What follows belongs to an exercise in optimizing a design on an open flow for small area, a short achievable clock period and few clock cycles per item; a production flow would make more cautious choices. At most, simulation tests tie the RTL to the original design; equivalence was not proved. The RTL of run 6 was laid out without a check of its function. Power figures rest on the tool's default switching activity, not on a simulated workload.

==> flow/design.v <==
package second_pipe_pkg;
    typedef enum logic [5-1:0] {
        op_none = 5'd0,
        op_add  = 5'd1,
        op_addu = 5'd2,
        op_sub  = 5'd3,
        op_subu = 5'd4,
        op_slt  = 5'd5,
        op_sltu = 5'd6,
        op_and  = 5'd7,
        op_or   = 5'd8,
        op_xor  = 5'd9,
        op_nor  = 5'd10,
        op_sll  = 5'd11,
        op_srl  = 5'd12,
        op_sra  = 5'd13,
        op_lui  = 5'd14
    } alu_op_t;
    typedef struct packed {
        alu_op_t                op;
        logic [32-1:0]     a;
        logic [32-1:0]     b;
        logic                   wr_en;
        logic [5-1:0] wr_addr;
        logic [14-1:0]      exc;
    } dec_t;
    typedef struct packed {
        logic                   wr_en;
        logic [5-1:0] wr_addr;
        logic [32-1:0]     wr_data;
        logic [14-1:0]      exc;
    } res_t;
endpackage
module issue_capture (
    input  logic clk,
    input  logic reset,
    input  logic in_req,
    output logic in_ack,
    input  logic out_req,
    input  logic out_ack,
    output logic take
);
    assign take = in_req && !in_ack && !out_req && !out_ack;
    always_ff @(posedge clk) begin
        if (reset) in_ack <= 1'b0;
        else       in_ack <= in_req && (in_ack || take);
    end
endmodule
module alu_execute (
    input  logic [32-1:0]     instr,
    input  logic [1:0]             pc_lo,
    input  logic [32-1:0]     rs_val,
    input  logic [32-1:0]     rt_val,
    input  logic [14-1:0]      exc_in,
    input  logic                   is_nop,
    output logic                   wr_ok,
    output logic [5-1:0] wr_addr,
    output logic [32-1:0]     wr_data,
    output logic [14-1:0]      exc
);
    logic [5:0]  opcode;
    logic [5:0]  funct;
    logic        rtype;
    logic        itype;
    logic        legal;
    logic        sub;
    logic        ov_op;
    logic        uns;
    logic [1:0]  lop;
    logic        lui;
    logic [31:0] b;
    logic [31:0] bx;
    logic [32:0] sum;
    logic        ovf;
    logic        lt;
    logic [31:0] lres;
    logic [4:0]  sh;
    logic        sh_left;
    logic        fill;
    logic [31:0] sh_in;
    logic [31:0] sh_out;
    logic [31:0] sh_res;
    assign opcode = instr[31:26];
    assign funct  = instr[5:0];
    assign rtype  = (opcode == 6'b000000);
    assign itype  = (opcode[5:3] == 3'b001);
    assign legal = rtype ? ((funct[5:3] == 3'b100) ||
                            (funct[5:1] == 5'b10101) ||
                            (funct[5:3] == 3'b000 && funct[1:0] != 2'b01))
                         : itype;
    logic ri;
    assign ri = !opcode[3];
    assign b = ri ? rt_val :
               {{16{instr[15] & ~opcode[2]}}, instr[15:0]};
    assign sub = ri ? (funct[1] & ~funct[2]) : (opcode[1] & ~opcode[2]);
    assign bx  = b ^ {32{sub}};
    logic [31:0] ap;
    logic [31:0] ag;
    logic [31:0] sp [0:5];
    logic [31:0] sg [0:5];
    logic [32:0] cy;
    assign ap = rs_val ^ bx;
    assign ag = rs_val & bx;
    assign sp[0] = ap;
    assign sg[0] = {ag[31:1], ag[0] | (ap[0] & sub)};
    always_comb begin
        for (int k = 0; k < 5; k++) begin
            for (int i = 0; i < 32; i++) begin
                if (i[k]) begin
                    sg[k+1][i] = sg[k][i] | (sp[k][i] & sg[k][((i >> k) << k) - 1]);
                    sp[k+1][i] = sp[k][i] & sp[k][((i >> k) << k) - 1];
                end else begin
                    sg[k+1][i] = sg[k][i];
                    sp[k+1][i] = sp[k][i];
                end
            end
        end
    end
    assign cy[0] = sub;
    always_comb begin
        for (int i = 0; i < 32; i++) cy[i+1] = sg[5][i];
    end
    assign sum = {cy[32], ap ^ cy[31:0]};
    assign ov_op = rtype ? (funct[5:2] == 4'b1000 && !funct[0])
                         : (opcode == 6'b001000);
    assign ovf   = (rs_val[31] == bx[31]) && (sum[31] != rs_val[31]);
    assign uns = ri ? funct[0] : opcode[0];
    assign lt  = !sum[32] ^ (!uns & (rs_val[31] ^ b[31]));
    logic [31:0] lui_v;
    assign lop   = ri ? funct[1:0] : opcode[1:0];
    assign lui   = !ri;
    assign lui_v = {instr[15:0], 16'h0000};
    always_comb begin
        case (lop)
            2'b00:   lres = ag;
            2'b01:   lres = ap | ag;
            2'b10:   lres = ap;
            default: lres = lui ? lui_v : ~(ap | ag);
        endcase
    end
    assign sh      = funct[2] ? rs_val[4:0] : instr[10:6];
    assign sh_left = !funct[1];
    assign fill    = funct[0] & rt_val[31];
    always_comb begin
        for (int i = 0; i < 32; i++) sh_in[i] = sh_left ? rt_val[31-i] : rt_val[i];
    end
    assign sh_out = $unsigned($signed({fill, sh_in}) >>> sh);
    always_comb begin
        for (int i = 0; i < 32; i++) sh_res[i] = sh_left ? sh_out[31-i] : sh_out[i];
    end
    logic sel_sh;
    logic sel_lt;
    logic sel_log;
    logic sel_sum;
    assign sel_sh  = ri & ~funct[5];
    assign sel_lt  = ri ? (funct[5] & funct[3]) : (~opcode[2] & opcode[1]);
    assign sel_log = ri ? (funct[5] & ~funct[3] & funct[2]) : opcode[2];
    assign sel_sum = ri ? (funct[5] & ~funct[3] & ~funct[2]) : (~opcode[2] & ~opcode[1]);
    assign wr_data = ({32{sel_sh}} & sh_res) | ({32{sel_log}} & lres) |
                     ({32{sel_sum}} & sum[31:0]) | {31'd0, sel_lt & lt};
    assign wr_addr = ri ? instr[15:11] : instr[20:16];
    assign wr_ok   = legal && !is_nop;
    always_comb begin
        exc = exc_in;
        if (ov_op && ovf && !is_nop)  exc[1] = 1'b1;
        if (!legal && !is_nop)        exc[2] = 1'b1;
        if (pc_lo != 2'b00)           exc[6] = 1'b1;
    end
endmodule
module result_handshake (
    input  logic clk,
    input  logic reset,
    input  logic take,
    output logic out_req,
    input  logic out_ack
);
    always_ff @(posedge clk) begin
        if (reset) out_req <= 1'b0;
        else       out_req <= take || (out_req && !out_ack);
    end
endmodule
module second_pipe_top (
    input  logic                   clk,
    input  logic                   reset,
    input  logic                   in_req,
    output logic                   in_ack,
    input  logic [32-1:0]     instr,
    input  logic [32-1:0]     pc,
    input  logic [32-1:0]     rs_val,
    input  logic [32-1:0]     rt_val,
    input  logic [14-1:0]      exc_in,
    input  logic                   is_nop,
    output logic                   out_req,
    input  logic                   out_ack,
    output logic                   wr_en,
    output logic [5-1:0] wr_addr,
    output logic [32-1:0]     wr_data,
    output logic [14-1:0]      exc_out
);
    logic                   x_wr_ok;
    logic [5-1:0] x_wr_addr;
    logic [32-1:0]     x_wr_data;
    logic [14-1:0]      x_exc;
    logic                   take;
    logic                   wr_ok_q;
    alu_execute u_execute (
        .instr(instr), .pc_lo(pc[1:0]), .rs_val(rs_val), .rt_val(rt_val),
        .exc_in(exc_in), .is_nop(is_nop),
        .wr_ok(x_wr_ok), .wr_addr(x_wr_addr), .wr_data(x_wr_data), .exc(x_exc)
    );
    issue_capture u_capture (
        .clk(clk), .reset(reset), .in_req(in_req), .in_ack(in_ack),
        .out_req(out_req), .out_ack(out_ack), .take(take)
    );
    result_handshake u_result (
        .clk(clk), .reset(reset), .take(take),
        .out_req(out_req), .out_ack(out_ack)
    );
    always_ff @(posedge clk) begin
        if (!out_req) begin
            wr_ok_q <= x_wr_ok;
            wr_addr <= x_wr_addr;
            wr_data <= x_wr_data;
            exc_out <= x_exc;
        end
    end
    assign wr_en = wr_ok_q && (exc_out == '0);
endmodule
==> flow/flow/run.sh <==
#!/bin/bash
# Layout flow: the standard layout (standard.sh, the ORFS make targets),
# with three changes to how the layout is made:
#  - synthesis is synth_recipe.tcl itself, run through flow/synth_abc.tcl,
#    which only swaps the ABC mapping script for flow/abc_map.script;
#  - no adder cells are pre-mapped (ADDER_MAP_FILE empty), so ABC maps the
#    adder with the rest of the logic;
#  - the port buffers are sky130_fd_sc_hd__buf_1 instead of the delay cells
#    buffer_ports picks by default.
# The SDC, clock period, constraints and every other setting are the standard flow's.
# Each ORFS step writes its full log under orfs/logs/; make's own output goes
# to make.log.
set -euo pipefail
here=$(pwd)
export FLOW_SYNTH_TCL="$here/synth_recipe.tcl"
export MY_ABC_SCRIPT="$here/flow/abc_map.script"
export BUFFER_PORTS_ARGS="-buffer_cell sky130_fd_sc_hd__buf_1"
export ADDER_MAP_FILE=
sed "s#SYNTH_SCRIPT=[^ ]*#SYNTH_SCRIPT=$here/flow/synth_abc.tcl#" standard.sh > standard_abc.sh
grep -q "SYNTH_SCRIPT=$here/flow/synth_abc.tcl" standard_abc.sh
bash standard_abc.sh > make.log 2>&1
==> flow/flow/abc_map.script <==
strash
balance
rewrite
refactor
balance
rewrite
rewrite -z
balance
refactor -z
rewrite -z
balance
balance
rewrite
refactor
balance
rewrite
rewrite -z
balance
refactor -z
rewrite -z
balance
dch
map -B 0.9
topo
stime -c
buffer -c
upsize -c
dnsize -c
==> flow/flow/synth_abc.tcl <==
# The standard flow's synthesis script, with the ABC mapping script replaced
proc abc {args} {
  set i [lsearch -exact $args -script]
  if { $i >= 0 } { lset args [expr {$i + 1}] $::env(MY_ABC_SCRIPT) }
  yosys abc {*}$args
}
source $::env(FLOW_SYNTH_TCL)
==> flow/standard.sh <==
#!/bin/bash
# synth_recipe.tcl (not shown) runs the flow's synth.tcl, then flattens the netlist and writes it again
# the make line also repeats each setting of config.mk as NAME=value (left out here)
make -C /OpenROAD-flow-scripts/flow DESIGN_CONFIG=/design/flow/config.mk WORK_HOME=/design/flow/orfs CLKGATE_MAP_FILE= SYNTH_SCRIPT=/design/flow/synth_recipe.tcl "${@:-finish}"
==> flow/config.mk <==
export PLATFORM = sky130hd
export DESIGN_NAME = second_pipe_top
export DESIGN_NICKNAME = second_pipe_top
export VERILOG_FILES = /design/flow/design.v
export SDC_FILE = /design/flow/constraint.sdc
export NUM_CORES = 4
export LEC_CHECK = 0
export ABC_AREA = 1
export CAP_MARGIN = 20
export CORE_MARGIN = 2
export CORE_UTILIZATION = 40
export SETUP_SLACK_MARGIN = 1.7
export SLEW_MARGIN = 20
==> flow/constraint.sdc <==
create_clock -name core_clock -period 5.0 [get_ports {clk}]
set_input_delay 1.0000 -clock core_clock [delete_from_list [all_inputs] [get_ports {clk}]]
set_output_delay 1.0000 -clock core_clock [all_outputs]
set_load 0.01 [all_outputs]
==> implementation parameters, run 1 <==
Parameter                              Value

Job
  Total of max-cap violations ... 0

Pwr
  Flop pwr share ... 0.269
  Combinational Power Share ... 0.562
  Power per Cell Area ... 231.9 nW/µm²
  Internal Pwr Total ... 1.180 mW
  Switching portion of total power ... 0.4653
  Clk pwr share ... 0.168
  Maximum VDD drop ... 0.1191 mV
  Net Switching ... 1.027 mW
  Leakage ... 4.441 nW

Clocking
  Clock latency at the later pin of the worst-skew pair ... 310 ps
  CTS tree ... built
  Number of buffers created by CTS ... 5
  Clock root buffer ... sky130_fd_sc_hd__clkbuf_16
  H-tree levels ... 2
  Bufs on Longest Clock Path ... 2
  Clock slew seen by the registers of the worst setup and hold paths ... 70 ps
  Clock net sink count ... 54

Finish
  Area of all placed cells without fillers ... 9515 µm²
  Number of nets in the layout ... 1,689
  Fraction of final layout cells sized beyond drive strength 1 ... 0.1264
  Area used by multi-input combinational logic ... 5620 µm²
  Register area ... 1602 µm²
  Inserted Diodes ... 0
  Filler instances ... 2,045
  Layout overhead on the synthesized area ... 21.80%

Global routing
  Largest net degree at the start of global routing ... 56
  GRT Util Overall ... 0.2888
  Number of global-route vias before repair ... 8,347
  Gr ovfl total ... 0
  Initial antenna violation count ... 0
  Wire length of the first global-routing pass ... 45,870 µm

Die
  Standard-cell row count ... 51
  Die Footprint ... 20,670 µm²
  Die outline height ... 143.8 µm
  Starting density of the core ... 0.4041
  Core outline area ... 19,330 µm²
  Width of the die ... 143.8 µm
  Ports ... 201

Worst setup path
  Required time worst endpoint ... 5010 ps
  Critical Path Max Stage Delay ... 310 ps
  Setup crit start kind ... input port
  Critical path start-end classification ... input port to register
  Cells along the critical path ... buf_16 -> buf_12 -> buf_12 -> o21ai_1 -> xor2_2 -> nor2_1 -> inv_2 -> nand2_2 -> nor2_1 -> nand2_1 -> nor3_2 -> nand2_4 -> nand2_8 -> nand2_2 -> nand3_1 -> o211ai_1
  Kind of capture point of the worst setup path ... register
  Maximum fanout along the worst path ... 19
  Worst Reg-to-Reg Cells ... 3
  CP arrival ... 3240 ps
  Slowest cell on the critical path ... sky130_fd_sc_hd__o21ai_1

STA
  Fin. max-slew vios ... 0
  Total count of hold-check failures in the final report ... 0
  Setup_tns ... 0 ps
  Unrepaired setup endpoints after global routing ... true
  Final setup violation count ... 0
  Achievable clock frequency ... 309.5 MHz
  Final worst-path cycle share ... 0.6461
  Min cycle time layout ... 3231 ps
  Relative slew margins ... 0.2829
  Measured slew at the worst slew-check pin ... 1074 ps
  Final worst clock skew ... 14.84 ps

Place
  Final Wtd Congestion ... 0.9937
  Detail Placement HPWL ... 24,230 µm
  Placement-stage cell area ... 8630 µm²
  IO Port Bufs ... 165

Route
  Number of vias in the routed layout ... 10,270
  Routed length per placed instance ... 17.44 µm
  Number of DRC markers in iteration 0 ... 1,359
  First-pass iteration count of the detailed router ... 7
  Remaining design rule violation count ... 0
  Count of nets left with antenna violations after detail routing ... 0
  Final wirelength ... 31,520 µm
  Post-DR vias/cell ... 5.681

Synthesis
  Mean instance size in the synthesized netlist ... 5.625 µm²
  Post-synth cell types ... 46
  Register bit total from synthesis ... 54
  Proportion of synthesized chip area in sequential cells ... 0.2050
  Cell count after synthesis ... 1,389
  Cell types with the largest area share after synthesis ... sky130_fd_sc_hd__nand2_1 (23%), sky130_fd_sc_hd__edfxtp_1 (20%), sky130_fd_sc_hd__o21ai_0 (11%)
  Cell type with the highest aggregate area in the netlist ... sky130_fd_sc_hd__nand2_1
  Number of warnings printed during yosys synthesis ... 6
  Fraction of synthesized cell area taken by the top area cell type ... 0.2258
  Netlist area before placement ... 7812 µm²
  Number of nets in the synthesized netlist ... 1,536

Worst hold path
  HP Class ... register to register
  Number of instances on the worst hold path ... 2

Outcome
  Status ... finished clean
## cell usage in the layout (no fill, tap or decap), drive strengths merged, types with 2 or more instances in the layout
cell and count:
a211oi 2, a21boi 3, a21o 4, a21oi 47
a31oi 6, buf 214, clkbuf 9, clkinv 4
clkinvlp 3, dfxtp 2, edfxtp 52, inv 151
mux2i 8, nand2 481, nand3 166, nand3b 4
nor2 81, nor3 8, nor4 6, o211ai 21
o21ai 193, o21bai 3, o221a 2, o221ai 10
o22ai 17, o311ai 2, or2 20, xnor2 6
xor2 14
## worst max-delay path, delay by kind of cell
family                 cells  cell delay (ps)
AND/OR/NAND/NOR            9             1010
XOR/XNOR                   1              200
AO/OA/AOI/OAI              2              470
buffers and inverters      4              540
## area by class of cell
cell class	count	area share
sequential	54	0.1683
clock buffer	5	0.01315
clock inverter	3	0.003024
timing repair buffer	218	0.1260
inverter	154	0.06325
tap	265	0.03485
timing repair inverter	1	0.0007890
multi-input combinational	1108	0.5907
## timing repair
action / CTS / global route
setup endpoints to repair: 33 / 33
pin swaps: 4 / 16
hold buffers: 0 / 0
cloned: 1 / 5
resized for setup: 54 / 117
endpoints found under the hold margin: 0 / 0
setup buffers: 8 / 13
## power by group through the flow
stage	Sequential, mW	Combinational, mW	Clock, mW
finish	0.594	1.24	0.371
global route	0.603	1.36	0.391
CTS	0.595	1.13	0.378
detailed placement	0.605	1.09	0
global placement	0.605	1.08	0
floorplan	0.644	0.737	0
## kinds of logic (layout without fill, tap and decap cells)
kind of cell    after synthesis  count (layout)  share of synthesized area
compound gates              312             312                     0.2258
xor+xnor                     20              20                    0.02338
buf+inv                     228             381                     0.1200
flops                        54              54                     0.2050
mux                           8               8                    0.01025
simple gates                767             768                     0.4156
## cells in the mapped netlist, drive strengths merged
cell type	number
nand2	480
o21ai	193
nand3	166
inv	153
nor2	81
edfxtp	52
a21oi	47
buf	37
clkbuf	37
o211ai	21
or2	20
o22ai	17
xor2	14
o221ai	10
mux2i	8
nor3	8
a31oi	6
nor4	6
xnor2	6
a21o	4
nand3b	4
a21boi	3
o21bai	3
a211oi	2
dfxtp	2
o221a	2
o311ai	2
a32oi	1
and2	1
clkinv	1
o22a	1
or3	1
## stage by stage
step,power [mW],utilization,instances,hold slack [ps],setup WS [ps]
floorplan,1.381,-,1389,537.2,1943
global placement,1.683,0.4463,1773,511.1,861.0
detailed placement,1.697,0.4463,1773,545.9,841.0
CTS,2.104,0.4660,1790,554.7,1683
global route,2.357,0.4921,1808,568.1,1652
finish,2.206,0.4921,1808,548.4,1769
## sequential cells by signal (all words and copies together) (netlist names)
name              flops
exc_out              14
u_capture.in_ack      1
u_result.out_req      1
wr_addr               5
wr_data              32
wr_ok_q               1
## final timing paths
check,from,end,slack (ps)
max,instr[29],wr_data[24],1770
min,u_capture.in_ack,u_capture.in_ack,550
max reg2reg,u_result.out_req,u_capture.in_ack,3410
min reg2reg,u_capture.in_ack,u_capture.in_ack,550
## routing by layer
metal	global-route usage	up-vias	routed length [µm]
met4	0.1233	0	1427
met1	0.4072	4652	13100
li1	-	4929	-
met3	0.03366	84	3324
met2	0.4441	607	13670
met5	0	-	0
Testbench counts, summed over its fixed seeds: cycles 19,985, items 8,000.
==> run 2, diff against run 1 <==
--- a/flow/flow/abc_map.script
+++ b/flow/flow/abc_map.script
@@ -21,6 +21,9 @@
 balance
 dch
 map -B 0.9
+strash
+dch
+map -B 0.9
 topo
 stime -c
 buffer -c
==> run 2 against run 1 <==
Highest routed layer unchanged. Critical path type unchanged. Cell area fell by 0.28%. Area after synthesis fell by 1.5%. Via count fell by 1.4%. Non-clock buffer count rose by 7. Clock-buffer cell count did not move.
==> implementation parameters, run 2 <==
Parameter                              Value

Outcome
  Status ... finished clean (unchanged)

Die
  Core outline area ... 18,770 µm² (was 19,330 µm²)
  Standard-cell row count ... 50 (was 51)
  Ports ... 201 (unchanged)
  Die outline height ... 142.7 µm (was 143.8 µm)
  Width of the die ... 142.7 µm (was 143.8 µm)
  Starting density of the core ... 0.4101 (was 0.4041)
  Die Footprint ... 20,370 µm² (was 20,670 µm²)

Synthesis
  Fraction of synthesized cell area taken by the top area cell type ... 0.2575 (was 0.2258)
  Register bit total from synthesis ... 54 (unchanged)
  Number of synthesized flops with an enable pin ... 52 (unchanged)
  Cell count after synthesis ... 1,388 (was 1,389)
  Netlist area before placement ... 7697 µm² (was 7812 µm²)
  Top-count cell post-synth ... sky130_fd_sc_hd__nand2_1 (unchanged)
  Cell types with the largest area share after synthesis ... sky130_fd_sc_hd__nand2_1 (26%), sky130_fd_sc_hd__edfxtp_1 (20%), sky130_fd_sc_hd__o21ai_0 (9.9%) (was sky130_fd_sc_hd__nand2_1 (23%), sky130_fd_sc_hd__edfxtp_1 (20%), sky130_fd_sc_hd__o21ai_0 (11%))
  Cell type with the highest aggregate area in the netlist ... sky130_fd_sc_hd__nand2_1 (unchanged)
  Post-synth cell types ... 51 (was 46)
  Main flop type after synthesis ... sky130_fd_sc_hd__edfxtp_1 (unchanged)
  Number of nets in the synthesized netlist ... 1,535 (was 1,536)
  Proportion of synthesized chip area in sequential cells ... 0.2081 (was 0.2050)
  Proportion of register bits with asynchronous set or reset after synthesis ... 0 (unchanged)
  Leading post-synthesis cells by instance count ... sky130_fd_sc_hd__nand2_1 (528), sky130_fd_sc_hd__o21ai_0 (153), sky130_fd_sc_hd__nand3_1 (137) (was sky130_fd_sc_hd__nand2_1 (470), sky130_fd_sc_hd__o21ai_0 (173), sky130_fd_sc_hd__nand3_1 (162))
  Number of warnings printed during yosys synthesis ... 6 (unchanged)
  Mean instance size in the synthesized netlist ... 5.546 µm² (was 5.625 µm²)

Worst hold path
  Number of instances on the worst hold path ... 2 (unchanged)
  Beginning of the worst hold path ... u_capture.in_ack (unchanged)
  Hold path endpoint ... u_capture.in_ack (unchanged)
  HP Class ... register to register (unchanged)

Job
  Total of max-cap violations ... 0 (unchanged)

Clocking
  Clock slew seen by the registers of the worst setup and hold paths ... 80 ps (was 70 ps)
  Bufs on Longest Clock Path ... 2 (unchanged)
  Clock net sink count ... 54 (unchanged)
  CTS tree ... built (unchanged)
  H-tree levels ... 2 (unchanged)
  Clock latency at the later pin of the worst-skew pair ... 310 ps (about the same)
  Number of buffers created by CTS ... 5 (unchanged)
  Clock root buffer ... sky130_fd_sc_hd__clkbuf_16 (unchanged)

Pwr
  Leakage ... 4.480 nW (was 4.441 nW)
  Power per Cell Area ... 232.5 nW/µm² (was 231.9 nW/µm²)
  Maximum VDD drop ... 0.1152 mV (was 0.1191 mV)

Finish
  Regs by FF count ... wr_data: 32 flops, exc_out: 14 flops, wr_addr: 5 flops (unchanged)
  Number of nets in the layout ... 1,703 (was 1,689)
  Area of all placed cells without fillers ... 9489 µm² (was 9515 µm²)
  Filler instances ... 2,051 (was 2,045)
  Flip-flop count of the largest register after layout ... 32 (unchanged)
  Layout overhead on the synthesized area ... 23.28% (was 21.80%)
  Area used by multi-input combinational logic ... 5559 µm² (was 5620 µm²)
  Register area ... 1602 µm² (unchanged)
  Most used cells in the layout excluding fill and tap cells ... sky130_fd_sc_hd__nand2_1 (503), sky130_fd_sc_hd__buf_1 (158), sky130_fd_sc_hd__nand3_1 (130) (was sky130_fd_sc_hd__nand2_1 (443), sky130_fd_sc_hd__buf_1 (160), sky130_fd_sc_hd__nand3_1 (154))
  Largest Register ... wr_data (unchanged)
  Fraction of final layout cells sized beyond drive strength 1 ... 0.1143 (was 0.1264)
  Most frequent standard cell in the layout excluding fill and tap cells ... sky130_fd_sc_hd__nand2_1 (unchanged)
  Filler-free cell count of the finished design ... 1,792 (was 1,808)

Worst setup path
  Setup crit start kind ... input port (unchanged)
  Maximum fanout along the worst path ... 11 (was 19)
  Worst Reg-to-Reg Cells ... 1 (was 3)
  CP arrival ... 3270 ps (was 3240 ps)
  Critical path start-end classification ... input port to register (unchanged)
  Kind of capture point of the worst setup path ... register (unchanged)
  Minimum setup slack among reg-to-reg paths ... 3410 ps (about the same)
  R2r endpoint ... exc_out[1] (was u_capture.in_ack)
  Required time worst endpoint ... 5030 ps (was 5010 ps)
  Worst r2r src ... u_result.out_req (unchanged)

Route
  Number of DRC markers in iteration 0 ... 1,298 (was 1,359)
  Count of nets left with antenna violations after detail routing ... 0 (unchanged)
  Number of vias in the routed layout ... 10,120 (was 10,270)
  Remaining design rule violation count ... 0 (unchanged)
  Routed length per placed instance ... 18.59 µm (was 17.44 µm)
  First-pass iteration count of the detailed router ... 6 (was 7)
  Final wirelength ... 33,310 µm (was 31,520 µm)
  Post-DR vias/cell ... 5.650 (was 5.681)

STA
  Measured slew at the worst slew-check pin ... 873.4 ps (was 1074 ps)
  Worst hold margin ... 547.8 ps (was 548.4 ps)
  Relative slew margins ... 0.4171 (was 0.2829)
  Total count of hold-check failures in the final report ... 0 (unchanged)
  Final worst clock skew ... 8.328 ps (was 14.84 ps)
  Setup_tns ... 0 ps (unchanged)
  Final setup violation count ... 0 (unchanged)
  Unrepaired setup endpoints after global routing ... true (unchanged)
  Min cycle time layout ... 3245 ps (was 3231 ps)
  Achievable clock frequency ... 308.2 MHz (was 309.5 MHz)
  Fin. max-slew vios ... 0 (unchanged)
  Final critical-path setup slack ... 1755 ps (was 1769 ps)
  Final worst-path cycle share ... 0.6489 (was 0.6461)

Global routing
  Initial antenna violation count ... 2 (was 0)
  Gr ovfl total ... 0 (unchanged)
  Wire length of the first global-routing pass ... 48,470 µm (was 45,870 µm)
  GRT Util Overall ... 0.3106 (was 0.2888)
  Number of global-route vias before repair ... 8,748 (was 8,347)
  Largest net degree at the start of global routing ... 62 (was 56)

Place
  Placement-stage cell area ... 8489 µm² (was 8630 µm²)
  IO Port Bufs ... 165 (unchanged)
  Detail Placement HPWL ... 25,420 µm (was 24,230 µm)
  Placed cell count ... 1,742 (was 1,773)
  Worst-case setup slack after placement ... 765.5 ps (was 841.0 ps)
  Final Wtd Congestion ... 0.9994 (was 0.9937)
-- run 2: worst max-delay path by stage --
stage,endpoint,start
after floorplan,wr_data[31],instr[1]
after global placement,exc_out[1],instr[2]
after detailed placement,wr_data[25],instr[2]
after CTS,wr_data[25],instr[2]
after global routing,exc_out[1],instr[29]
final,wr_data[3],instr[2]
-- run 2: what timing repair did --
| item | in CTS | in global routing |
|---|---|---|
| gates cloned | 4 | 5 |
| pin swaps | 6 | 18 |
| endpoints found under the setup margin | 33 | 33 |
| buffers inserted | 13 | 19 |
| gates resized for setup | 28 | 114 |
| hold buffers | 0 | 0 |
-- run 2: area by class of cell --
cell class | instances | share of cell area
Tap cell | 234 | 0.03085
Inverter | 153 | 0.06263
Sequential cell | 54 | 0.1688
Antenna cell | 1 | 0.0002637
Timing Repair inverter | 2 | 0.001582
Clock buffer | 5 | 0.01319
Clock inverter | 3 | 0.003033
Multi-Input combinational cell | 1115 | 0.5858
Timing Repair Buffer | 225 | 0.1338
-- run 2: layer usage --
| metal | global-route usage | vias to the layer above | part of all wire | wire (µm) |
|---|---|---|---|---|
| met2 | 0.4610 | 599 | 0.42 | 13970 |
| met4 | 0.1454 | 0 | 0.048 | 1612 |
| met5 | 0 | - | 0 | 0 |
| li1 | - | 4939 | - | - |
| met1 | 0.4402 | 4498 | 0.42 | 14150 |
| met3 | 0.04829 | 88 | 0.11 | 3579 |
-- run 2: critical path: stages --
cell	delay (ps)
sky130_fd_sc_hd__clkbuf_2	100
sky130_fd_sc_hd__buf_6	130
sky130_fd_sc_hd__inv_4	80
sky130_fd_sc_hd__nand2_1	100
sky130_fd_sc_hd__o21ai_4	140
sky130_fd_sc_hd__buf_6	190
sky130_fd_sc_hd__nand2_1	70
sky130_fd_sc_hd__nand2_1	80
sky130_fd_sc_hd__nand2_1	50
sky130_fd_sc_hd__o21ai_1	160
sky130_fd_sc_hd__nor2_1	70
sky130_fd_sc_hd__o31ai_1	280
sky130_fd_sc_hd__o21ai_0	180
sky130_fd_sc_hd__o211ai_1	450
sky130_fd_sc_hd__nand3_1	180
-- run 2: through the flow --
stage	power, mW	util
4_1_cts	2.098	0.4765
5_1_grt	2.362	0.5055
6_report	2.207	0.5056
2_1_floorplan	1.361	-
3_5_place_dp	1.690	0.4523
3_3_place_gp	1.684	0.4523
-- run 2: power by group --
| part | leakage (nW) | internal, mW | switching (mW) |
|---|---|---|---|
| logic | 3.83 | 0.402 | 0.842 |
| registers | 0.573 | 0.578 | 0.0170 |
| clock network | 0.0759 | 0.191 | 0.177 |
| total | 4.48 | 1.17 | 1.04 |
-- run 2: cells by family (layout without fill, tap and decap cells) --
kind of cell           after synthesis  count (layout)  share of synthesized area
AND/OR/NAND/NOR                    764             766                     0.4096
AO/OA/AOI/OAI                      319             319                     0.2298
buffers and inverters              221             388                     0.1169
flip-flops                          54              54                     0.2081
XOR/XNOR                            21              21                    0.02390
multiplexers                         9               9                    0.01170
other                                0               1                          0
==> run 3, diff against run 2 <==
--- a/flow/flow/abc_map.script
+++ b/flow/flow/abc_map.script
@@ -20,10 +20,10 @@
 rewrite -z
 balance
 dch
-map -B 0.9
+map -B 0.5
 strash
 dch
-map -B 0.9
+map -B 0.5
 topo
 stime -c
 buffer -c
==> run 3 against run 2 <==
Synthesized cell count fell by 1.9%. Core utilization is 0.98 points higher. Clock skew about the same. Setup slack improved by 1.4 ps. Area after synthesis increased by 1.0%. Critical path type unchanged. Largest cell class unchanged. Largest power group unchanged.
==> implementation parameters, run 3 <==
Parameter                              Value

Outcome
  Status ... finished clean (unchanged)

Worst setup path
  Required time worst endpoint ... 5060 ps (was 5030 ps)
  Setup crit start kind ... input port (unchanged)
  Maximum fanout along the worst path ... 17 (was 11)
  Critical path start-end classification ... input port to register (unchanged)
  Kind of capture point of the worst setup path ... register (unchanged)
  Worst r2r src ... u_result.out_req (unchanged)
  Launch point of the worst path ... instr[29] (was instr[2])
  CP arrival ... 3300 ps (was 3270 ps)

Job
  Total of max-cap violations ... 0 (unchanged)

Die
  Die outline height ... 143.4 µm (was 142.7 µm)
  Starting density of the core ... 0.4116 (was 0.4101)
  Die Footprint ... 20,570 µm² (was 20,370 µm²)
  Standard-cell row count ... 50 (unchanged)
  Ports ... 201 (unchanged)
  Width of the die ... 143.4 µm (was 142.7 µm)
  Core outline area ... 18,890 µm² (was 18,770 µm²)

Synthesis
  Netlist area before placement ... 7776 µm² (was 7697 µm²)
  Top-count cell post-synth ... sky130_fd_sc_hd__nand2_1 (unchanged)
  Main flop type after synthesis ... sky130_fd_sc_hd__edfxtp_1 (unchanged)
  Number of warnings printed during yosys synthesis ... 6 (unchanged)
  Cell types with the largest area share after synthesis ... sky130_fd_sc_hd__nand2_1 (23%), sky130_fd_sc_hd__edfxtp_1 (20%), sky130_fd_sc_hd__o21ai_0 (11%) (was sky130_fd_sc_hd__nand2_1 (26%), sky130_fd_sc_hd__edfxtp_1 (20%), sky130_fd_sc_hd__o21ai_0 (9.9%))
  Proportion of synthesized chip area in sequential cells ... 0.2060 (was 0.2081)
  Number of nets in the synthesized netlist ... 1,509 (was 1,535)
  Number of synthesized flops with an enable pin ... 52 (unchanged)
  Mean instance size in the synthesized netlist ... 5.709 µm² (was 5.546 µm²)
  Cell count after synthesis ... 1,362 (was 1,388)
  Register bit total from synthesis ... 54 (unchanged)
  Proportion of register bits with asynchronous set or reset after synthesis ... 0 (unchanged)
  Post-synth cell types ... 57 (was 51)
  Leading post-synthesis cells by instance count ... sky130_fd_sc_hd__nand2_1 (471), sky130_fd_sc_hd__o21ai_0 (174), sky130_fd_sc_hd__inv_1 (117) (was sky130_fd_sc_hd__nand2_1 (528), sky130_fd_sc_hd__o21ai_0 (153), sky130_fd_sc_hd__nand3_1 (137))
  Cell type with the highest aggregate area in the netlist ... sky130_fd_sc_hd__nand2_1 (unchanged)
  Fraction of synthesized cell area taken by the top area cell type ... 0.2274 (was 0.2575)

Route
  Post-DR vias/cell ... 5.729 (was 5.650)
  Final wirelength ... 33,420 µm (was 33,310 µm)
  Remaining design rule violation count ... 0 (unchanged)
  Routed length per placed instance ... 18.67 µm (was 18.59 µm)
  Count of nets left with antenna violations after detail routing ... 0 (unchanged)
  Number of DRC markers in iteration 0 ... 1,144 (was 1,298)
  First-pass iteration count of the detailed router ... 6 (unchanged)
  Number of vias in the routed layout ... 10,260 (was 10,120)

STA
  Total count of hold-check failures in the final report ... 0 (unchanged)
  Final worst clock skew ... 8.469 ps (was 8.328 ps)
  Min cycle time layout ... 3243 ps (was 3245 ps)
  Final setup violation count ... 0 (unchanged)
  Setup_tns ... 0 ps (unchanged)
  Final worst-path cycle share ... 0.6487 (was 0.6489)
  Achievable clock frequency ... 308.3 MHz (was 308.2 MHz)
  Unrepaired setup endpoints after global routing ... true (unchanged)
  Measured slew at the worst slew-check pin ... 917.7 ps (was 873.4 ps)
  Fin. max-slew vios ... 0 (unchanged)
  Relative slew margins ... 0.3875 (was 0.4171)

Global routing
  Initial antenna violation count ... 0 (was 2)
  Gr ovfl total ... 0 (unchanged)
  Largest net degree at the start of global routing ... 53 (was 62)
  Number of global-route vias before repair ... 9,026 (was 8,748)
  Wire length of the first global-routing pass ... 49,440 µm (was 48,470 µm)
  GRT Util Overall ... 0.3123 (was 0.3106)

Clocking
  Quantity of hold-fixing buffers added after cts ... 0 (unchanged)
  Clock slew seen by the registers of the worst setup and hold paths ... 80 ps (about the same)
  CTS tree ... built (unchanged)
  Clock root buffer ... sky130_fd_sc_hd__clkbuf_16 (unchanged)
  Clock net sink count ... 54 (unchanged)
  H-tree levels ... 2 (unchanged)
  Number of buffers created by CTS ... 5 (unchanged)
  Bufs on Longest Clock Path ... 2 (unchanged)
  Clock latency at the later pin of the worst-skew pair ... 310 ps (about the same)

Worst hold path
  Beginning of the worst hold path ... u_capture.in_ack (unchanged)
  HP Class ... register to register (unchanged)

Finish
  Most used cells in the layout excluding fill and tap cells ... sky130_fd_sc_hd__nand2_1 (454), sky130_fd_sc_hd__buf_1 (159), sky130_fd_sc_hd__o21ai_0 (138) (was sky130_fd_sc_hd__nand2_1 (503), sky130_fd_sc_hd__buf_1 (158), sky130_fd_sc_hd__nand3_1 (130))
  Layout overhead on the synthesized area ... 25.23% (was 23.28%)
  Largest Register ... wr_data (unchanged)
  Most frequent standard cell in the layout excluding fill and tap cells ... sky130_fd_sc_hd__nand2_1 (unchanged)
  Flip-flop count of the largest register after layout ... 32 (unchanged)
  Fraction of final layout cells sized beyond drive strength 1 ... 0.1366 (was 0.1143)
  Regs by FF count ... wr_data: 32 flops, exc_out: 14 flops, wr_addr: 5 flops (unchanged)
  Inserted Diodes ... 0 (was 1)
  Number of nets in the layout ... 1,676 (was 1,703)
  Final cell utilization of the core ... 0.5154 (was 0.5056)

Place
  IO Port Bufs ... 165 (unchanged)
  Final Wtd Congestion ... 1.019 (was 0.9994)
  Detail Placement HPWL ... 25,980 µm (was 25,420 µm)

Pwr
  Power per Cell Area ... 230.2 nW/µm² (was 232.5 nW/µm²)
  Leakage ... 4.376 nW (was 4.480 nW)
  Maximum VDD drop ... 0.1398 mV (was 0.1152 mV)
## run 3: path summary, 6_finish.rpt
check | to | slack, ps | cells past startpoint
max | exc_out[1] | 1760 | 20
min | u_capture.in_ack | 530 | 2
max reg2reg | wr_data[1] | 3600 | 2
min reg2reg | u_capture.in_ack | 530 | 2
## run 3: cell type report
class / count / area, µm²
inverters: 124 / 476.7
multi-input cells: 1111 / 5816
clock buffers: 5 / 125.1
well taps: 260 / 325.3
clock inverters: 3 / 28.78
repair buffers: 232 / 1358
flip-flops and latches: 54 / 1602
fillers: 2030 / 9155
repair inverters: 1 / 7.507
## run 3: metal layers
metal,up-vias,global-route usage,share of wire
li1,4970,-,-
met1,4600,0.4321,0.41
met2,594,0.4757,0.44
met3,91,0.06165,0.11
met4,0,0.1269,0.043
met5,-,0,0
## run 3: critical path, cell delays in order
cell and delay (ps):
sky130_fd_sc_hd__buf_8 150, sky130_fd_sc_hd__buf_12 160, sky130_fd_sc_hd__nand2_4 100, sky130_fd_sc_hd__nand2_4 100, sky130_fd_sc_hd__nor2_4 240, sky130_fd_sc_hd__buf_6 160, sky130_fd_sc_hd__nand2_1 50, sky130_fd_sc_hd__nand3b_1 160
sky130_fd_sc_hd__nand2_2 90, sky130_fd_sc_hd__inv_2 90, sky130_fd_sc_hd__nand3_1 70, sky130_fd_sc_hd__o21a_1 240, sky130_fd_sc_hd__nor2_2 180, sky130_fd_sc_hd__nor2_4 80, sky130_fd_sc_hd__nand2_4 100, sky130_fd_sc_hd__nand2_2 60
sky130_fd_sc_hd__nand2_1 70, sky130_fd_sc_hd__nand2_1 50, sky130_fd_sc_hd__nand3_1 70, sky130_fd_sc_hd__nand2_1 50
## run 3: power by group
part | switching (mW) | total, mW | internal, mW
logic | 0.855 | 1.28 | 0.422
clock network | 0.183 | 0.375 | 0.192
registers | 0.0163 | 0.589 | 0.573
## run 3: kinds of logic (layout without fill, tap and decap cells)
kind of cell,Yosys count,after routing,share of synthesized area
flops,54,54,0.2060
xor+xnor,13,13,0.01464
simple gates,688,690,0.3728
buf+inv,199,365,0.1083
mux,11,11,0.01416
compound gates,397,397,0.2842
## run 3: what timing repair did
| action | in CTS | in global routing |
|---|---|---|
| buffers inserted | 6 | 29 |
| resized for setup | 62 | 126 |
| endpoints found under the setup margin | 33 | 32 |
| cloned | 1 | 5 |
| pin swaps | 3 | 35 |
## run 3: metrics by stage
stage | hold slack [ps] | cells | worst slack (ps) | cell area (µm²) | power (mW)
2_1_floorplan | 537.2 | 1362 | 1985 | 7776 | 1.352
3_3_place_gp | 516.0 | 1741 | 869.7 | 8602 | 1.681
3_5_place_dp | 518.0 | 1741 | 773.8 | 8602 | 1.691
4_1_cts | 531.8 | 1756 | 1702 | 8992 | 2.100
5_1_grt | 615.3 | 1790 | 1636 | 9738 | 2.393
6_report | 528.9 | 1790 | 1757 | 9738 | 2.242
==> run 4, diff against run 3 <==
==> flow/flow/abc_map.script (replaced) <==
strash
balance
resub -K 6
rewrite
resub -K 6 -N 2
refactor
resub -K 8
balance
resub -K 8 -N 2
rewrite
resub -K 10
rewrite -z
resub -K 10 -N 2
balance
resub -K 12
refactor -z
resub -K 12 -N 2
rewrite -z
balance
balance
rewrite
refactor
balance
rewrite
rewrite -z
balance
refactor -z
rewrite -z
balance
dch
map -B 0.9
topo
stime -c
buffer -c
upsize -c
dnsize -c
==> run 4 against run 3 <==
Die area up 2.8%. Setup slack better by 52 ps. Worst hold slack better by 10 ps. Synthesized cell count up 4.9%. Wire length down 3.0%. First-iteration DRC count up 1.2%. Sequential share of layout area up 0.27 points. Largest power group unchanged.
==> implementation parameters, run 4 <==
Parameter                              Value

Worst setup path
  Setup crit start kind ... input port (unchanged)
  Crit path top cell by count ... sky130_fd_sc_hd__nand2_1 (unchanged)
  Required time worst endpoint ... 5060 ps (about the same)
  Worst r2r src ... u_result.out_req (unchanged)
  Worst Reg-to-Reg Cells ... 1 (was 2)
  CP arrival ... 3250 ps (was 3300 ps)
  Minimum setup slack among reg-to-reg paths ... 3390 ps (was 3600 ps)
  Critical Path Max Stage Delay ... 290 ps (was 240 ps)
  Kind of capture point of the worst setup path ... register (unchanged)
  Maximum fanout along the worst path ... 10 (was 17)
  Number of cells on the critical path ... 17 (was 20)
  Critical path start-end classification ... input port to register (unchanged)
  R2r endpoint ... exc_out[0] (was wr_data[1])
  Cells along the critical path ... clkbuf_2 -> inv_2 -> nand2_2 -> o21ai_4 -> buf_4 -> nand2_1 -> o21ai_1 -> nand2_1 -> o21ai_0 -> o21ai_1 -> o21ai_1 -> o21ai_0 -> or2_2 -> nand3_1 -> nand2_1 -> inv_1 -> nand2_1 (was buf_8 -> buf_12 -> nand2_4 -> nand2_4 -> nor2_4 -> buf_6 -> nand2_1 -> nand3b_1 -> nand2_2 -> inv_2 -> nand3_1 -> o21a_1 -> nor2_2 -> nor2_4 -> nand2_4 -> nand2_2 -> nand2_1 -> nand2_1 -> nand3_1 -> nand2_1)
  Count of buffer and inverter cells on the critical path ... 4 (unchanged)
  Delay-heaviest family, CP ... compound AO/OA/AOI/OAI gates (was simple AND/OR/NAND/NOR gates)
  Slowest cell on the critical path ... sky130_fd_sc_hd__or2_2 (was sky130_fd_sc_hd__nor2_4)
  CP Capture Point ... wr_data[21] (was exc_out[1])
  Launch point of the worst path ... rs_val[0] (was instr[29])

Global routing
  Wire length of the first global-routing pass ... 48,240 µm (was 49,440 µm)
  GRT Util Overall ... 0.2875 (was 0.3123)
  Largest net degree at the start of global routing ... 54 (was 53)
  Number of global-route vias before repair ... 8,771 (was 9,026)
  Gr ovfl total ... 0 (unchanged)
  Initial antenna violation count ... 0 (unchanged)

Route
  First-pass iteration count of the detailed router ... 5 (was 6)
  Number of vias in the routed layout ... 10,230 (was 10,260)
  Remaining design rule violation count ... 0 (unchanged)
  Number of DRC markers in iteration 0 ... 1,158 (was 1,144)
  Count of nets left with antenna violations after detail routing ... 0 (unchanged)
  Post-DR vias/cell ... 5.538 (was 5.729)
  Final wirelength ... 32,410 µm (was 33,420 µm)
  Routed length per placed instance ... 17.54 µm (was 18.67 µm)

Synthesis
  Main flop type after synthesis ... sky130_fd_sc_hd__edfxtp_1 (unchanged)
  Top-count cell post-synth ... sky130_fd_sc_hd__nand2_1 (unchanged)
  Proportion of synthesized chip area in sequential cells ... 0.2003 (was 0.2060)
  Post-synth cell types ... 50 (was 57)
  Leading post-synthesis cells by instance count ... sky130_fd_sc_hd__nand2_1 (520), sky130_fd_sc_hd__o21ai_0 (171), sky130_fd_sc_hd__nand3_1 (160) (was sky130_fd_sc_hd__nand2_1 (471), sky130_fd_sc_hd__o21ai_0 (174), sky130_fd_sc_hd__inv_1 (117))
  Mean instance size in the synthesized netlist ... 5.597 µm² (was 5.709 µm²)
  Cell type with the highest aggregate area in the netlist ... sky130_fd_sc_hd__nand2_1 (unchanged)
  Register bit total from synthesis ... 54 (unchanged)
  Cell types with the largest area share after synthesis ... sky130_fd_sc_hd__nand2_1 (24%), sky130_fd_sc_hd__edfxtp_1 (20%), sky130_fd_sc_hd__o21ai_0 (11%) (was sky130_fd_sc_hd__nand2_1 (23%), sky130_fd_sc_hd__edfxtp_1 (20%), sky130_fd_sc_hd__o21ai_0 (11%))
  Number of warnings printed during yosys synthesis ... 6 (unchanged)
  Number of nets in the synthesized netlist ... 1,576 (was 1,509)
  Cell count after synthesis ... 1,429 (was 1,362)
  Fraction of synthesized cell area taken by the top area cell type ... 0.2441 (was 0.2274)
  Netlist area before placement ... 7998 µm² (was 7776 µm²)
  Number of synthesized flops with an enable pin ... 52 (unchanged)
  Proportion of register bits with asynchronous set or reset after synthesis ... 0 (unchanged)

Finish
  Most used cells in the layout excluding fill and tap cells ... sky130_fd_sc_hd__nand2_1 (516), sky130_fd_sc_hd__nand3_1 (157), sky130_fd_sc_hd__buf_1 (156) (was sky130_fd_sc_hd__nand2_1 (454), sky130_fd_sc_hd__buf_1 (159), sky130_fd_sc_hd__o21ai_0 (138))
  Most frequent standard cell in the layout excluding fill and tap cells ... sky130_fd_sc_hd__nand2_1 (unchanged)
  Layout overhead on the synthesized area ... 19.82% (was 25.23%)
  Regs by FF count ... wr_data: 32 flops, exc_out: 14 flops, wr_addr: 5 flops (unchanged)
  Fraction of final layout cells sized beyond drive strength 1 ... 0.09918 (was 0.1366)
  Largest Register ... wr_data (unchanged)
  Filler instances ... 2,125 (was 2,030)
  Number of nets in the layout ... 1,729 (was 1,676)
  Flip-flop count of the largest register after layout ... 32 (unchanged)
  Inserted Diodes ... 0 (unchanged)

STA
  Fin. max-slew vios ... 0 (unchanged)
  Achievable clock frequency ... 313.4 MHz (was 308.3 MHz)
  Relative slew margins ... 0.3992 (was 0.3875)
  Setup_tns ... 0 ps (unchanged)
  Unrepaired setup endpoints after global routing ... true (unchanged)
  Total count of hold-check failures in the final report ... 0 (unchanged)
  Final worst clock skew ... 5.030 ps (was 8.469 ps)
  Final worst-path cycle share ... 0.6382 (was 0.6487)
  Final critical-path setup slack ... 1809 ps (was 1757 ps)
  Final setup violation count ... 0 (unchanged)
  Min cycle time layout ... 3191 ps (was 3243 ps)
  Worst hold margin ... 539.2 ps (was 528.9 ps)
  Measured slew at the worst slew-check pin ... 900.1 ps (was 917.7 ps)

Job
  Total of max-cap violations ... 0 (unchanged)

Clocking
  Bufs on Longest Clock Path ... 2 (unchanged)
  Clock latency at the later pin of the worst-skew pair ... 310 ps (about the same)
  H-tree levels ... 2 (unchanged)
  Number of buffers created by CTS ... 5 (unchanged)
  Clock slew seen by the registers of the worst setup and hold paths ... 80 ps (about the same)
  CTS tree ... built (unchanged)
  Quantity of hold-fixing buffers added after cts ... 0 (unchanged)
  Clock root buffer ... sky130_fd_sc_hd__clkbuf_16 (unchanged)
  Clock net sink count ... 54 (unchanged)

Die
  Standard-cell row count ... 51 (was 50)
  Core outline area ... 19,530 µm² (was 18,890 µm²)
  Die outline height ... 145.4 µm (was 143.4 µm)
  Starting density of the core ... 0.4096 (was 0.4116)
  Width of the die ... 145.4 µm (was 143.4 µm)
  Ports ... 201 (unchanged)
  Die Footprint ... 21,140 µm² (was 20,570 µm²)

Place
  Final Wtd Congestion ... 1.003 (was 1.019)
  Detail Placement HPWL ... 24,780 µm (was 25,980 µm)
  IO Port Bufs ... 165 (unchanged)
  Worst-case setup slack after placement ... 753.2 ps (was 773.8 ps)

Pwr
  Maximum VDD drop ... 0.1374 mV (was 0.1398 mV)
  Power per Cell Area ... 229.8 nW/µm² (was 230.2 nW/µm²)
  Leakage ... 4.583 nW (was 4.376 nW)

Worst hold path
  HP Class ... register to register (unchanged)

Outcome
  Status ... finished clean (unchanged)
-- run 4: cell types whose count changed in the layout (fill, tap and decap cells not counted), moves of 13 or more --
cell,before,now
sky130_fd_sc_hd__nand3_1,92,157
sky130_fd_sc_hd__nand2_1,454,516
sky130_fd_sc_hd__a21oi_1,97,46
sky130_fd_sc_hd__nor2_1,44,71
sky130_fd_sc_hd__inv_1,114,137
sky130_fd_sc_hd__o211ai_1,6,23
sky130_fd_sc_hd__buf_4,45,31
sky130_fd_sc_hd__a31oi_1,20,7
-- run 4: what timing repair did --
| item | CTS | global route |
|---|---|---|
| pin swaps | 3 | 8 |
| gates resized for setup | 37 | 77 |
| gates cloned | 2 | 7 |
| setup endpoints to repair | 33 | 30 |
| buffers inserted | 7 | 10 |
-- run 4: where the power goes --
| part | switching, mW | total [mW] | internal [mW] |
|---|---|---|---|
| Clock | 0.178 | 0.431 | 0.253 |
| Combinational | 0.792 | 1.18 | 0.384 |
| Sequential | 0.0172 | 0.596 | 0.579 |
-- run 4: cell families after synthesis --
logic type | count (synthesis) | share of synthesized area
compound gates | 306 | 0.2142
mux | 10 | 0.01252
simple gates | 815 | 0.4366
xor+xnor | 12 | 0.01314
buf+inv | 232 | 0.1233
flops | 54 | 0.2003
-- run 4: layout make-up --
type,count,area [µm²],share of cell area
flip-flops and latches,54,1602,0.1671
multi-input cells,1144,5565,0.5808
inverters,161,635.6,0.06633
repair buffers,214,1259,0.1313
clock inverters,2,38.79,0.004048
repair inverters,2,12.51,0.001306
clock buffers,6,138.9,0.01449
well taps,265,331.6,0.03460
-- run 4: layer usage --
| metal | wire length [µm] | track usage | up-vias |
|---|---|---|---|
| li1 | - | - | 5050 |
| met1 | 13810 | 0.4079 | 4571 |
| met2 | 13940 | 0.4472 | 551 |
| met3 | 3549 | 0.04451 | 62 |
| met4 | 1105 | 0.09559 | 0 |
| met5 | 0 | 0 | - |
-- run 4: worst min path at each step --
stage	start	to	slack, ps	cells after the start
finish	u_capture.in_ack	u_capture.in_ack	540	2
CTS	u_capture.in_ack	u_capture.in_ack	550	2
global route	u_capture.in_ack	u_capture.in_ack	570	2
floorplan	u_capture.in_ack	u_capture.in_ack	540	2
detailed placement	u_capture.in_ack	u_capture.in_ack	540	2
global placement	u_capture.in_ack	u_capture.in_ack	520	2
-- run 4: stage by stage --
stage	utilization	std cells	cell area, µm²	total power, mW
after global placement	0.4491	1814	8770	1.661
after detailed placement	0.4491	1814	8770	1.670
after CTS	0.4676	1831	9131	2.129
after global routing	0.4908	1848	9583	2.349
after floorplan	-	1429	7998	1.362
final	0.4908	1848	9583	2.202
-- run 4: worst min-delay path, stage by stage (launching register included) --
cell                      delay, ps
sky130_fd_sc_hd__dfxtp_1        330
sky130_fd_sc_hd__a21oi_1        120
sky130_fd_sc_hd__nor3_1          50
==> run 5, diff against run 4 <==
--- a/flow/config.mk
+++ b/flow/config.mk
@@ -8,6 +8,6 @@
 export ABC_AREA = 1
 export CAP_MARGIN = 20
 export CORE_MARGIN = 2
-export CORE_UTILIZATION = 40
+export CORE_UTILIZATION = 50
 export SETUP_SLACK_MARGIN = 1.7
 export SLEW_MARGIN = 20
==> run 5 against run 4 <==
Clock skew barely moved. Via count increased by 1.0%. Largest cell class unchanged. Area after synthesis unchanged. Maximum frequency is 0.76% lower.
==> implementation parameters, run 5 <==
Parameter                              Value

Outcome
  Status ... finished clean (unchanged)

STA
  Total count of hold-check failures in the final report ... 0 (unchanged)
  Relative slew margins ... 0.4191 (was 0.3992)
  Fin. max-slew vios ... 0 (unchanged)
  Final worst-path cycle share ... 0.6431 (was 0.6382)
  Final critical-path setup slack ... 1784 ps (was 1809 ps)
  Final setup violation count ... 0 (unchanged)
  Achievable clock frequency ... 311.0 MHz (was 313.4 MHz)
  Unrepaired setup endpoints after global routing ... true (unchanged)
  Measured slew at the worst slew-check pin ... 870.3 ps (was 900.1 ps)
  Setup_tns ... 0 ps (unchanged)
  Final worst clock skew ... 4.557 ps (was 5.030 ps)
  Min cycle time layout ... 3216 ps (was 3191 ps)

Global routing
  GRT Util Overall ... 0.3502 (was 0.2875)
  Number of global-route vias before repair ... 8,631 (was 8,771)
  Gr ovfl total ... 0 (unchanged)
  Initial antenna violation count ... 0 (unchanged)
  Largest net degree at the start of global routing ... 54 (unchanged)
  Wire length of the first global-routing pass ... 45,800 µm (was 48,240 µm)

Synthesis
  Proportion of register bits with asynchronous set or reset after synthesis ... 0 (unchanged)
  Post-synth cell types ... 50 (unchanged)
  Netlist area before placement ... 7998 µm² (unchanged)
  Cell types with the largest area share after synthesis ... sky130_fd_sc_hd__nand2_1 (24%), sky130_fd_sc_hd__edfxtp_1 (20%), sky130_fd_sc_hd__o21ai_0 (11%) (unchanged)
  Proportion of synthesized chip area in sequential cells ... 0.2003 (unchanged)
  Cell count after synthesis ... 1,429 (unchanged)
  Top-count cell post-synth ... sky130_fd_sc_hd__nand2_1 (unchanged)
  Main flop type after synthesis ... sky130_fd_sc_hd__edfxtp_1 (unchanged)
  Mean instance size in the synthesized netlist ... 5.597 µm² (unchanged)
  Number of warnings printed during yosys synthesis ... 6 (unchanged)
  Leading post-synthesis cells by instance count ... sky130_fd_sc_hd__nand2_1 (520), sky130_fd_sc_hd__o21ai_0 (171), sky130_fd_sc_hd__nand3_1 (160) (unchanged)
  Number of nets in the synthesized netlist ... 1,576 (unchanged)
  Cell type with the highest aggregate area in the netlist ... sky130_fd_sc_hd__nand2_1 (unchanged)
  Number of synthesized flops with an enable pin ... 52 (unchanged)
  Fraction of synthesized cell area taken by the top area cell type ... 0.2441 (unchanged)
  Register bit total from synthesis ... 54 (unchanged)

Worst setup path
  R2r endpoint ... wr_data[7] (was exc_out[0])
  Critical path start-end classification ... input port to register (unchanged)
  Worst r2r src ... u_result.out_req (unchanged)
  Launch point of the worst path ... rs_val[0] (unchanged)
  CP Capture Point ... wr_data[27] (was wr_data[21])
  Required time worst endpoint ... 5070 ps (was 5060 ps)
  Kind of capture point of the worst setup path ... register (unchanged)
  Worst Reg-to-Reg Cells ... 1 (unchanged)
  Setup crit start kind ... input port (unchanged)
  CP arrival ... 3290 ps (was 3250 ps)
  Minimum setup slack among reg-to-reg paths ... 3420 ps (was 3390 ps)
  Maximum fanout along the worst path ... 7 (was 10)

Die
  Ports ... 201 (unchanged)
  Standard-cell row count ... 46 (was 51)
  Die Footprint ... 17,020 µm² (was 21,140 µm²)
  Core outline area ... 15,770 µm² (was 19,530 µm²)
  Width of the die ... 130.5 µm (was 145.4 µm)
  Starting density of the core ... 0.5071 (was 0.4096)
  Die outline height ... 130.5 µm (was 145.4 µm)

Place
  IO Port Bufs ... 165 (unchanged)
  Final Wtd Congestion ... 0.9922 (was 1.003)
  Detail Placement HPWL ... 24,350 µm (was 24,780 µm)
  Placed cell count ... 1,764 (was 1,814)
  Worst-case setup slack after placement ... 618.0 ps (was 753.2 ps)

Finish
  Fraction of final layout cells sized beyond drive strength 1 ... 0.1023 (was 0.09918)
  Largest Register ... wr_data (unchanged)
  Most frequent standard cell in the layout excluding fill and tap cells ... sky130_fd_sc_hd__nand2_1 (unchanged)
  Filler instances ... 1,715 (was 2,125)
  Final cell utilization of the core ... 0.6006 (was 0.4908)
  Filler-free cell count of the finished design ... 1,799 (was 1,848)
  Regs by FF count ... wr_data: 32 flops, exc_out: 14 flops, wr_addr: 5 flops (unchanged)
  Inserted Diodes ... 0 (unchanged)
  Number of nets in the layout ... 1,729 (unchanged)
  Layout overhead on the synthesized area ... 18.43% (was 19.82%)
  Most used cells in the layout excluding fill and tap cells ... sky130_fd_sc_hd__nand2_1 (509), sky130_fd_sc_hd__buf_1 (159), sky130_fd_sc_hd__nand3_1 (156) (was sky130_fd_sc_hd__nand2_1 (516), sky130_fd_sc_hd__nand3_1 (157), sky130_fd_sc_hd__buf_1 (156))
  Flip-flop count of the largest register after layout ... 32 (unchanged)

Route
  Highest metal layer with signal wires ... met4 (unchanged)
  Met2 wire length ... 13,990 µm (was 13,940 µm)
  Number of DRC markers in iteration 0 ... 1,255 (was 1,158)
  Count of nets left with antenna violations after detail routing ... 0 (unchanged)
  Routed length per placed instance ... 17.48 µm (was 17.54 µm)
  First-pass iteration count of the detailed router ... 7 (was 5)
  Wire length the detailed router placed on met1 ... 13,030 µm (was 13,810 µm)
  Remaining design rule violation count ... 0 (unchanged)
  Post-DR vias/cell ... 5.747 (was 5.538)
  Number of vias in the routed layout ... 10,340 (was 10,230)
  Met3 wirelength from detailed routing ... 3345 µm (was 3549 µm)
  Final wirelength ... 31,450 µm (was 32,410 µm)

Pwr
  Power per Cell Area ... 230.7 nW/µm² (was 229.8 nW/µm²)
  Leakage ... 4.551 nW (was 4.583 nW)
  Maximum VDD drop ... 0.1389 mV (was 0.1374 mV)

Clocking
  Clock net sink count ... 54 (unchanged)
  H-tree levels ... 2 (unchanged)
  Clock slew seen by the registers of the worst setup and hold paths ... 80 ps (about the same)
  Clock root buffer ... sky130_fd_sc_hd__clkbuf_16 (unchanged)
  Quantity of hold-fixing buffers added after cts ... 0 (unchanged)
  Bufs on Longest Clock Path ... 2 (unchanged)
  Number of buffers created by CTS ... 5 (unchanged)
  Clock latency at the later pin of the worst-skew pair ... 310 ps (about the same)
  CTS tree ... built (unchanged)

Worst hold path
  HP Class ... register to register (unchanged)
  Beginning of the worst hold path ... u_capture.in_ack (unchanged)

Job
  Total of max-cap violations ... 0 (unchanged)
==> run 5: timing repair <==
action | in CTS | in global routing
gates cloned | 0 | 6
gates resized for setup | 38 | 81
buffers inserted | 3 | 18
hold endpoints to repair | 0 | 0
setup endpoints to repair | 33 | 30
pin swaps | 2 | 9
==> run 5: worst min path at each step <==
stage / end / slack (ps) / cells after the start
after floorplan: u_capture.in_ack / 540 / 2
after global placement: u_capture.in_ack / 510 / 2
after detailed placement: u_capture.in_ack / 540 / 2
after CTS: u_capture.in_ack / 550 / 2
after global routing: u_capture.in_ack / 590 / 2
final: u_capture.in_ack / 540 / 2
==> run 5: final cells by class <==
type | instances | area, µm² | area share
repair inverters | 1 | 5.005 | 0.0005284
inverters | 161 | 639.4 | 0.06750
repair buffers | 214 | 1185 | 0.1251
clock buffers | 5 | 125.1 | 0.01321
flip-flops and latches | 54 | 1602 | 0.1691
well taps | 216 | 270.3 | 0.02853
multi-input cells | 1145 | 5598 | 0.5910
clock inverters | 3 | 47.55 | 0.005020
==> run 5: worst max-delay path, stage by stage <==
cell	delay, ps
sky130_fd_sc_hd__buf_1	150
sky130_fd_sc_hd__inv_2	80
sky130_fd_sc_hd__buf_4	150
sky130_fd_sc_hd__o21ai_4	260
sky130_fd_sc_hd__buf_4	170
sky130_fd_sc_hd__nand2_1	40
sky130_fd_sc_hd__o21ai_0	90
sky130_fd_sc_hd__o21ai_0	170
sky130_fd_sc_hd__mux2i_1	260
sky130_fd_sc_hd__o21ai_1	140
sky130_fd_sc_hd__a21oi_1	210
sky130_fd_sc_hd__nand2_1	70
sky130_fd_sc_hd__nand3_1	200
sky130_fd_sc_hd__o21ai_0	150
sky130_fd_sc_hd__inv_1	70
sky130_fd_sc_hd__nand2_1	50
==> run 5: cell families after synthesis <==
kind of cell,synth area share
AOI/OAI and AO/OA,0.2142
xor gates and xnor gates,0.01314
buffers and inverters,0.1233
DFF,0.2003
muxes,0.01252
and+or+nand+nor,0.4366
==> run 5: per-layer routing <==
layer	vias up	GRT usage
met2	595	0.5473
li1	5045	-
met3	89	0.05700
met4	0	0.1233
met5	-	0
met1	4609	0.4911
==> run 5: power breakdown <==
part           internal, mW  switching, mW  leakage, nW  total, mW
Clock                 0.240          0.182       0.0844      0.422
Sequential            0.578         0.0162        0.572      0.595
Combinational         0.380          0.789         3.89       1.17
==> run 5: per-stage QoR <==
step | hold WS [ps] | power, mW | instance area, µm²
6_report | 541.6 | 2.185 | 9472
3_5_place_dp | 537.0 | 1.664 | 8701
3_3_place_gp | 514.9 | 1.655 | 8701
4_1_cts | 548.0 | 2.101 | 9021
5_1_grt | 593.6 | 2.336 | 9472
2_1_floorplan | 537.2 | 1.362 | 7998
==> run 6, diff against run 5 <==
--- a/flow/design.v
+++ b/flow/design.v
@@ -99,8 +99,10 @@
     logic [31:0] sp [0:5];
     logic [31:0] sg [0:5];
     logic [32:0] cy;
-    assign ap = rs_val ^ bx;
-    assign ag = rs_val & bx;
+    logic [31:0] t;
+    assign t  = rs_val ^ b;
+    assign ap = t ^ {32{sub}};
+    assign ag = rs_val & (sub ? ~b : b);
     assign sp[0] = ap;
     assign sg[0] = {ag[31:1], ag[0] | (ap[0] & sub)};
     always_comb begin
==> flow/flow/abc_map.script (replaced) <==
strash
balance
rewrite
refactor
balance
rewrite
rewrite -z
balance
refactor -z
rewrite -z
balance
balance
rewrite
refactor
balance
rewrite
rewrite -z
balance
refactor -z
rewrite -z
balance
dch
map -B 0.9
topo
stime -c
buffer -c
upsize -c
dnsize -c
--- a/flow/config.mk
+++ b/flow/config.mk
@@ -8,6 +8,6 @@
 export ABC_AREA = 1
 export CAP_MARGIN = 20
 export CORE_MARGIN = 2
-export CORE_UTILIZATION = 50
+export CORE_UTILIZATION = 40
 export SETUP_SLACK_MARGIN = 1.7
 export SLEW_MARGIN = 20
==> run 6 against run 5 <==
Setup slack got worse by 47 ps. Critical path depth decreased by 4. Area after synthesis decreased by 0.58%. Cell count increased by 0.78%. Synthesized cell count decreased by 2.9%. Clock skew increased by 2.8 ps. Sequential power decreased by 0.7%. Critical path type unchanged.
==> implementation parameters, run 6 <==
Parameter                              Value

Synthesis
  Netlist area before placement ... 7951 µm² (was 7998 µm²)
  Number of warnings printed during yosys synthesis ... 6 (unchanged)
  Leading post-synthesis cells by instance count ... sky130_fd_sc_hd__nand2_1 (446), sky130_fd_sc_hd__nand3_1 (151), sky130_fd_sc_hd__o21ai_0 (150) (was sky130_fd_sc_hd__nand2_1 (520), sky130_fd_sc_hd__o21ai_0 (171), sky130_fd_sc_hd__nand3_1 (160))
  Post-synth cell types ... 54 (was 50)
  Cell count after synthesis ... 1,387 (was 1,429)
  Number of nets in the synthesized netlist ... 1,534 (was 1,576)
  Cell type with the highest aggregate area in the netlist ... sky130_fd_sc_hd__nand2_1 (unchanged)
  Top-count cell post-synth ... sky130_fd_sc_hd__nand2_1 (unchanged)
  Proportion of synthesized chip area in sequential cells ... 0.2014 (was 0.2003)
  Register bit total from synthesis ... 54 (unchanged)
  Number of synthesized flops with an enable pin ... 52 (unchanged)

Finish
  Number of nets in the layout ... 1,694 (was 1,729)
  Inserted Diodes ... 0 (unchanged)
  Largest Register ... wr_data (unchanged)
  Layout overhead on the synthesized area ... 21.20% (was 18.43%)
  Most used cells in the layout excluding fill and tap cells ... sky130_fd_sc_hd__nand2_1 (433), sky130_fd_sc_hd__buf_1 (159), sky130_fd_sc_hd__nand3_1 (145) (was sky130_fd_sc_hd__nand2_1 (509), sky130_fd_sc_hd__buf_1 (159), sky130_fd_sc_hd__nand3_1 (156))

STA
  Relative slew margins ... 0.2627 (was 0.4191)
  Measured slew at the worst slew-check pin ... 1105 ps (was 870.3 ps)
  Final worst-path cycle share ... 0.6525 (was 0.6431)
  Setup_tns ... 0 ps (unchanged)
  Min cycle time layout ... 3262 ps (was 3216 ps)
  Fin. max-slew vios ... 0 (unchanged)
  Total count of hold-check failures in the final report ... 0 (unchanged)

Worst setup path
  Worst Reg-to-Reg Cells ... 2 (was 1)
  Maximum fanout along the worst path ... 25 (was 7)
  R2r endpoint ... exc_out[2] (was wr_data[7])
  Worst r2r src ... u_result.out_req (unchanged)
  CP arrival ... 3260 ps (was 3290 ps)
  Critical path start-end classification ... input port to register (unchanged)
  Required time worst endpoint ... 5000 ps (was 5070 ps)

Clocking
  H-tree levels ... 2 (unchanged)
  Clock root buffer ... sky130_fd_sc_hd__clkbuf_16 (unchanged)
  Clock slew seen by the registers of the worst setup and hold paths ... 70 ps (was 80 ps)
  Quantity of hold-fixing buffers added after cts ... 0 (unchanged)
  Number of buffers created by CTS ... 5 (unchanged)
  Clock latency at the later pin of the worst-skew pair ... 310 ps (about the same)

Die
  Standard-cell row count ... 51 (was 46)
  Width of the die ... 145.0 µm (was 130.5 µm)
  Core outline area ... 19,460 µm² (was 15,770 µm²)
  Die outline height ... 145.0 µm (was 130.5 µm)

Global routing
  Wire length of the first global-routing pass ... 47,760 µm (was 45,800 µm)
  Initial antenna violation count ... 0 (unchanged)

Worst hold path
  Beginning of the worst hold path ... u_capture.in_ack (unchanged)
  Number of instances on the worst hold path ... 2 (unchanged)
  Hold path endpoint ... u_capture.in_ack (unchanged)

Outcome
  Status ... finished clean (unchanged)

Route
  Post-DR vias/cell ... 5.589 (was 5.747)
  First-pass iteration count of the detailed router ... 5 (was 7)

Pwr
  Maximum VDD drop ... 0.1139 mV (was 0.1389 mV)
[run 6: changes by cell type in the layout (fill, tap and decap cells not counted), sizes merged, moves of 9 or more]
cell	before	now
xnor2	6	16
buf	208	217
o21ai	192	180
nand3	169	157
nand2	533	473
nor2	79	103
[run 6: final cells by class]
cell class                      instances  area (µm²)  share of cell area
Clock buffer                            6       138.9             0.01441
Timing Repair inverter                  1       11.26            0.001169
Inverter                              155       624.3             0.06479
Tap cell                              265       331.6             0.03441
Multi-Input combinational cell       1107        5694              0.5909
Sequential cell                        54        1602              0.1662
Clock inverter                          2       17.52            0.001818
Timing Repair Buffer                  223        1217              0.1263
[run 6: worst max path at each step]
stage / from / end / slack [ps] / cells after the start
after floorplan: instr[2] / wr_data[25] / 2030 / 24
after global placement: instr[2] / wr_data[19] / 870 / 13
after detailed placement: instr[2] / wr_data[25] / 870 / 20
after CTS: instr[29] / wr_data[25] / 1680 / 19
after global routing: instr[29] / wr_data[0] / 1660 / 20
final: instr[1] / wr_data[2] / 1740 / 12
[run 6: cell families (layout without fill, tap and decap cells)]
group,after synthesis,in the layout,synth area share
muxes,6,6,0.007553
xor gates and xnor gates,21,21,0.02408
buffers and inverters,230,387,0.1254
and+or+nand+nor,760,764,0.4098
DFF,54,54,0.2014
AOI/OAI and AO/OA,316,316,0.2318
[run 6: critical path, cell delays in order]
cell	delay [ps]
sky130_fd_sc_hd__buf_6	130
sky130_fd_sc_hd__clkbuf_16	190
sky130_fd_sc_hd__o21ai_2	360
sky130_fd_sc_hd__inv_1	120
sky130_fd_sc_hd__nor2_1	160
sky130_fd_sc_hd__buf_4	240
sky130_fd_sc_hd__inv_1	170
sky130_fd_sc_hd__nand2_1	150
sky130_fd_sc_hd__buf_4	250
sky130_fd_sc_hd__nor2_1	70
sky130_fd_sc_hd__o21ai_0	160
sky130_fd_sc_hd__o311ai_0	250
[run 6: metrics by stage]
step           instance area [µm²]  setup WS, ps  total power [mW]  utilization
2_1_floorplan                 7951          2029             1.400            -
3_3_place_gp                  8688         866.8             1.707       0.4464
3_5_place_dp                  8688         874.1             1.716       0.4464
4_1_cts                       9037          1682             2.113       0.4644
5_1_grt                       9637          1664             2.363       0.4951
6_report                      9637          1738             2.216       0.4951
[run 6: power by group through the flow]
stage,Sequential [mW],Clock (mW),Combinational [mW]
2_1_floorplan,0.639,0,0.761
3_3_place_gp,0.603,0,1.10
3_5_place_dp,0.602,0,1.11
4_1_cts,0.593,0.379,1.14
5_1_grt,0.599,0.396,1.37
6_report,0.591,0.373,1.25
[run 6: repair_timing]
item	in CTS	in global routing
gates resized for setup	31	102
cloned	2	6
pin swaps	3	11
endpoints found under the setup margin	33	32
setup buffers	4	26
[run 6: routing by layer]
layer / GRT usage / share of wire / wire [µm]
met1: 0.4102 / 0.42 / 13700
met4: 0.09802 / 0.036 / 1161
met2: 0.4331 / 0.42 / 13860
met5: 0 / 0 / 0
met3: 0.06730 / 0.12 / 3926

Check on run 6: ideal ports give 1.738 ns setup slack; a clkbuf_16 on the clock port and buf_2 on the inputs give 1.748 ns; moving port delays by the midpoint clock arrival (0.349 ns) as well gives 1.399 ns.
